What follows belongs to an exercise in optimizing a design on an open flow for small area; a production flow would make more cautious choices.
Where RTL was checked, it was by simulation tests only, not by an equivalence proof against the original.
Power and IR drop assume default switching activity.

==> flow/design.v <==
module cpu_mem_stage #(
    parameter int WIDTH = 32,
    parameter int DEPTH = 32
) (
    input  logic             clk,
    input  logic             rst,
    input  logic             in_valid,
    input  logic             stall,
    input  logic [WIDTH-1:0] out_alu,
    input  logic [WIDTH-1:0] rdata2,
    input  logic             is_write_mem,
    input  logic             is_read_mem,
    input  logic [1:0]       mem_size,
    input  logic             is_unsigned,
    input  logic [4:0]       rd_in,
    input  logic             is_write_reg_in,
    output logic             out_valid,
    output logic [WIDTH-1:0] out_wb,
    output logic [WIDTH-1:0] out_memory,
    output logic [4:0]       rd_out,
    output logic             is_write_reg_out,
    output logic             misaligned
);
    localparam int IDX_W = $clog2(DEPTH);
    logic [DEPTH-1:0][31:0] mem;
    logic                   vld;
    logic                   ld_q;
    logic [IDX_W-1:0] idx;
    logic [1:0]       lane;
    logic             sz_byte;
    logic             sz_half;
    logic             addr_bad;
    logic             active;
    logic             mis;
    logic             ld_op;
    logic             store_en;
    logic             load_en;
    logic [31:0]      rd_word;
    logic [7:0]       byte_sel;
    logic [15:0]      half_sel;
    logic [31:0]      load_ext;
    logic [31:0]      load_data;
    logic [3:0]       wr_be;
    logic [31:0]      wr_data;
    logic [WIDTH-1:0] wb_next;
    assign idx     = out_alu[IDX_W+1:2];
    assign lane    = out_alu[1:0];
    assign sz_byte = (mem_size == 2'b00);
    assign sz_half = (mem_size == 2'b01);
    assign addr_bad = (sz_half & lane[0]) | (~sz_byte & ~sz_half & (lane != 2'b00));
    assign active   = in_valid & ~stall;
    assign mis      = active & (is_write_mem | is_read_mem) & addr_bad;
    assign ld_op    = is_read_mem & ~is_write_mem;
    assign store_en = active & is_write_mem & ~addr_bad;
    assign load_en  = in_valid & ld_op & ~addr_bad;
    localparam int NGRP = DEPTH / 3;
    localparam int NREM = DEPTH - 3 * NGRP;
    logic [DEPTH-1:0]             rsel;
    logic [31:0][NGRP-1:0]        rgrp_n;
    logic [31:0]                  rrem;
    always_comb begin
        for (int w = 0; w < DEPTH; w++) begin
            rsel[w] = (idx == w[IDX_W-1:0]) & vld;
        end
    end
    for (genvar i = 0; i < 32; i++) begin : g_rbit
        for (genvar g = 0; g < NGRP; g++) begin : g_grp
            cms_aoi222 u_aoi (
                .a0(rsel[3*g]),   .b0(mem[3*g][i]),
                .a1(rsel[3*g+1]), .b1(mem[3*g+1][i]),
                .a2(rsel[3*g+2]), .b2(mem[3*g+2][i]),
                .y (rgrp_n[i][g])
            );
        end
        if (NREM == 2) begin : g_r2
            cms_ao22 u_ao (
                .a0(rsel[DEPTH-2]), .b0(mem[DEPTH-2][i]),
                .a1(rsel[DEPTH-1]), .b1(mem[DEPTH-1][i]),
                .y (rrem[i])
            );
        end else if (NREM == 1) begin : g_r1
            assign rrem[i] = rsel[DEPTH-1] & mem[DEPTH-1][i];
        end else begin : g_r0
            assign rrem[i] = 1'b0;
        end
        assign rd_word[i] = ~&rgrp_n[i] | rrem[i];
    end
    always_comb begin
        case (lane)
            2'd0:    byte_sel = rd_word[7:0];
            2'd1:    byte_sel = rd_word[15:8];
            2'd2:    byte_sel = rd_word[23:16];
            default: byte_sel = rd_word[31:24];
        endcase
        half_sel = lane[1] ? rd_word[31:16] : rd_word[15:0];
        if (sz_byte) begin
            load_ext = {{24{~is_unsigned & byte_sel[7]}}, byte_sel};
        end else if (sz_half) begin
            load_ext = {{16{~is_unsigned & half_sel[15]}}, half_sel};
        end else begin
            load_ext = rd_word;
        end
    end
    assign load_data = load_ext & {32{load_en}};
    assign wb_next   = load_data | (out_alu & {WIDTH{in_valid & ~ld_op}});
    always_comb begin
        wr_be   = 4'b1111;
        wr_data = rdata2;
        if (sz_byte) begin
            wr_be   = 4'b0001 << lane;
            wr_data = {4{rdata2[7:0]}};
        end else if (sz_half) begin
            wr_be   = lane[1] ? 4'b1100 : 4'b0011;
            wr_data = {2{rdata2[15:0]}};
        end
        for (int b = 0; b < 4; b++) begin
            if (!wr_be[b]) wr_data[8*b +: 8] = rd_word[8*b +: 8];
        end
    end
    logic [DEPTH-1:0]           wen;
    logic [DEPTH-1:0]           whold;
    logic [DEPTH-1:0][31:0]     mem_d;
    always_comb begin
        for (int w = 0; w < DEPTH; w++) begin
            wen[w]   = store_en & (idx == w[IDX_W-1:0]);
            whold[w] = vld & ~wen[w];
        end
    end
    for (genvar w = 0; w < DEPTH; w++) begin : g_ww
        for (genvar i = 0; i < 32; i++) begin : g_wb
            cms_ao22 u_ao (
                .a0(wen[w]),   .b0(wr_data[i]),
                .a1(whold[w]), .b1(mem[w][i]),
                .y (mem_d[w][i])
            );
        end
    end
    always_ff @(posedge clk) begin
        mem <= mem_d;
    end
    always_ff @(posedge clk or posedge rst) begin
        if (rst) begin
            vld <= 1'b0;
        end else if (store_en) begin
            vld <= 1'b1;
        end
    end
    always_ff @(posedge clk or posedge rst) begin
        if (rst) begin
            out_valid        <= 1'b0;
            out_wb           <= '0;
            ld_q             <= 1'b0;
            rd_out           <= 5'd0;
            is_write_reg_out <= 1'b0;
            misaligned       <= 1'b0;
        end else if (!stall) begin
            out_valid        <= in_valid;
            out_wb           <= wb_next;
            ld_q             <= load_en;
            rd_out           <= rd_in;
            is_write_reg_out <= in_valid & is_write_reg_in & ~mis;
            misaligned       <= mis;
        end
    end
    assign out_memory = out_wb & {WIDTH{ld_q}};
endmodule
module cms_aoi222 (
    input  logic a0, b0, a1, b1, a2, b2,
    output logic y
);
    assign y = ~((a0 & b0) | (a1 & b1) | (a2 & b2));
endmodule
module cms_ao22 (
    input  logic a0, b0, a1, b1,
    output logic y
);
    assign y = (a0 & b0) | (a1 & b1);
endmodule
export LEC_CHECK = 0
export CAP_MARGIN = 20
export CORE_MARGIN = 2
export CORE_UTILIZATION = 55
export PLACE_DENSITY = 0.75
export SLEW_MARGIN = 20
export SYNTH_HIERARCHICAL = 1
export SYNTH_MINIMUM_KEEP_SIZE = 0
create_clock -name core_clock -period 7.0 [get_ports {clk}]
standard.sh (not shown) runs the stock make flow with config.mk's settings and CLKGATE_MAP_FILE= SYNTH_SCRIPT=/design/flow/synth_recipe.tcl, a recipe that flattens the netlist after the stock synthesis.
==> flow/flow/run.sh <==
#!/bin/bash
# The standard ORFS flow (standard.sh), with two changes:
#  - the port buffers are the smallest buffer, sky130_fd_sc_hd__buf_1;
#  - clock tree synthesis uses clkbuf_16, clusters up to 28 sinks per leaf
#    buffer and adds no dummy loads.
# ORFS writes each step's full log under orfs/logs/; make's own output goes to
# flow_make.log in this folder.
set -euo pipefail
export BUFFER_PORTS_ARGS="-buffer_cell sky130_fd_sc_hd__buf_1"
export CTS_ARGS="-sink_clustering_enable -repair_clock_nets -dont_use_dummy_load -buf_list sky130_fd_sc_hd__clkbuf_16 -sink_clustering_size 28 -sink_clustering_max_diameter 75"
bash standard.sh finish > flow_make.log 2>&1
Then changed:
--- a/flow/design.v
+++ b/flow/design.v
@@ -55,31 +55,51 @@
     assign load_en  = in_valid & ld_op & ~addr_bad;
     localparam int NGRP = DEPTH / 3;
     localparam int NREM = DEPTH - 3 * NGRP;
-    logic [DEPTH-1:0]             rsel;
+    localparam int NLO  = 4;
+    localparam int NHI  = DEPTH / NLO;
+    logic [NLO-1:0]               lo_rd_n;
+    logic [NLO-1:0]               lo_st_n;
+    logic                         vld_n;
+    logic [NHI-1:0]               hi_n;
+    logic [1:0][DEPTH-1:0]        rsel;
+    logic [1:0][DEPTH-1:0]        wen;
+    logic [1:0][DEPTH-1:0]        whold;
     logic [31:0][NGRP-1:0]        rgrp_n;
     logic [31:0]                  rrem;
+    assign vld_n = ~vld;
     always_comb begin
-        for (int w = 0; w < DEPTH; w++) begin
-            rsel[w] = (idx == w[IDX_W-1:0]) & vld;
+        for (int k = 0; k < NLO; k++) begin
+            lo_rd_n[k] = ~((idx[1:0] == k[1:0]) & vld);
+            lo_st_n[k] = ~((idx[1:0] == k[1:0]) & store_en);
+        end
+        for (int j = 0; j < NHI; j++) begin
+            hi_n[j] = ~(idx[IDX_W-1:2] == j[IDX_W-3:0]);
+        end
+    end
+    for (genvar h = 0; h < 2; h++) begin : g_half
+        for (genvar w = 0; w < DEPTH; w++) begin : g_word
+            cms_nor2 u_rsel (.a(lo_rd_n[w % NLO]), .b(hi_n[w / NLO]), .y(rsel[h][w]));
+            cms_nor2 u_wen  (.a(lo_st_n[w % NLO]), .b(hi_n[w / NLO]), .y(wen[h][w]));
+            cms_nor2 u_whold (.a(wen[h][w]), .b(vld_n), .y(whold[h][w]));
         end
     end
     for (genvar i = 0; i < 32; i++) begin : g_rbit
         for (genvar g = 0; g < NGRP; g++) begin : g_grp
             cms_aoi222 u_aoi (
-                .a0(rsel[3*g]),   .b0(mem[3*g][i]),
-                .a1(rsel[3*g+1]), .b1(mem[3*g+1][i]),
-                .a2(rsel[3*g+2]), .b2(mem[3*g+2][i]),
+                .a0(rsel[i/16][3*g]),   .b0(mem[3*g][i]),
+                .a1(rsel[i/16][3*g+1]), .b1(mem[3*g+1][i]),
+                .a2(rsel[i/16][3*g+2]), .b2(mem[3*g+2][i]),
                 .y (rgrp_n[i][g])
             );
         end
         if (NREM == 2) begin : g_r2
             cms_ao22 u_ao (
-                .a0(rsel[DEPTH-2]), .b0(mem[DEPTH-2][i]),
-                .a1(rsel[DEPTH-1]), .b1(mem[DEPTH-1][i]),
+                .a0(rsel[i/16][DEPTH-2]), .b0(mem[DEPTH-2][i]),
+                .a1(rsel[i/16][DEPTH-1]), .b1(mem[DEPTH-1][i]),
                 .y (rrem[i])
             );
         end else if (NREM == 1) begin : g_r1
-            assign rrem[i] = rsel[DEPTH-1] & mem[DEPTH-1][i];
+            assign rrem[i] = rsel[i/16][DEPTH-1] & mem[DEPTH-1][i];
         end else begin : g_r0
             assign rrem[i] = 1'b0;
         end
@@ -117,20 +137,12 @@
             if (!wr_be[b]) wr_data[8*b +: 8] = rd_word[8*b +: 8];
         end
     end
-    logic [DEPTH-1:0]           wen;
-    logic [DEPTH-1:0]           whold;
     logic [DEPTH-1:0][31:0]     mem_d;
-    always_comb begin
-        for (int w = 0; w < DEPTH; w++) begin
-            wen[w]   = store_en & (idx == w[IDX_W-1:0]);
-            whold[w] = vld & ~wen[w];
-        end
-    end
     for (genvar w = 0; w < DEPTH; w++) begin : g_ww
         for (genvar i = 0; i < 32; i++) begin : g_wb
             cms_ao22 u_ao (
-                .a0(wen[w]),   .b0(wr_data[i]),
-                .a1(whold[w]), .b1(mem[w][i]),
+                .a0(wen[i/16][w]),   .b0(wr_data[i]),
+                .a1(whold[i/16][w]), .b1(mem[w][i]),
                 .y (mem_d[w][i])
             );
         end
@@ -176,3 +188,9 @@
 );
     assign y = (a0 & b0) | (a1 & b1);
 endmodule
+module cms_nor2 (
+    input  logic a, b,
+    output logic y
+);
+    assign y = ~(a | b);
+endmodule
=> Worst setup slack loses 0.10 ns. Final area rises slightly. Via count drops slightly. Global-route usage is lower by 1.9 points. Die area stays flat. Power stays flat. Critical path depth came out lower by 1. Wire length fell by a few percent. Hold slack stays flat. Register-to-register slack gets better by 0.56 ns. Sequential power stays flat. Sequential cell count is unchanged.
No functional check of the RTL was part of the second run of this note.

[static timing again, ports no longer ideal]
No port has a modelled driver above. Below, the same layouts with a new extraction and two added sets of constraints. Step 1 assumes that a clkbuf_16 drives the clock port and a buf_2 every other input. Step 2 adds t to the input delays and takes it off the output delays; t is the mean of the earliest and latest rising clock arrival at the registers after step 1. Input paths then give back, and output paths get back, about the clock's delay inside the block. a / b / c = no drivers / after step 1 / after step 2; a / b = the first two.
run	t, ns	setup WS [ns]	clock arrival spread, ns	worst register clock-pin slew, ns	worst data-port slew with drivers (ns)
the first run	0.676	1.661 / 1.592 / 0.915	0.074 / 0.075	0.11 / 0.11	0.14
the second run	0.693	1.556 / 1.534 / 0.841	0.049 / 0.049	0.11 / 0.11	0.16
After both steps setup and hold are still met in every run listed. The setup slack of the first run, which loses most, moves by -0.069 ns with the drivers and by -0.746 ns with both steps.
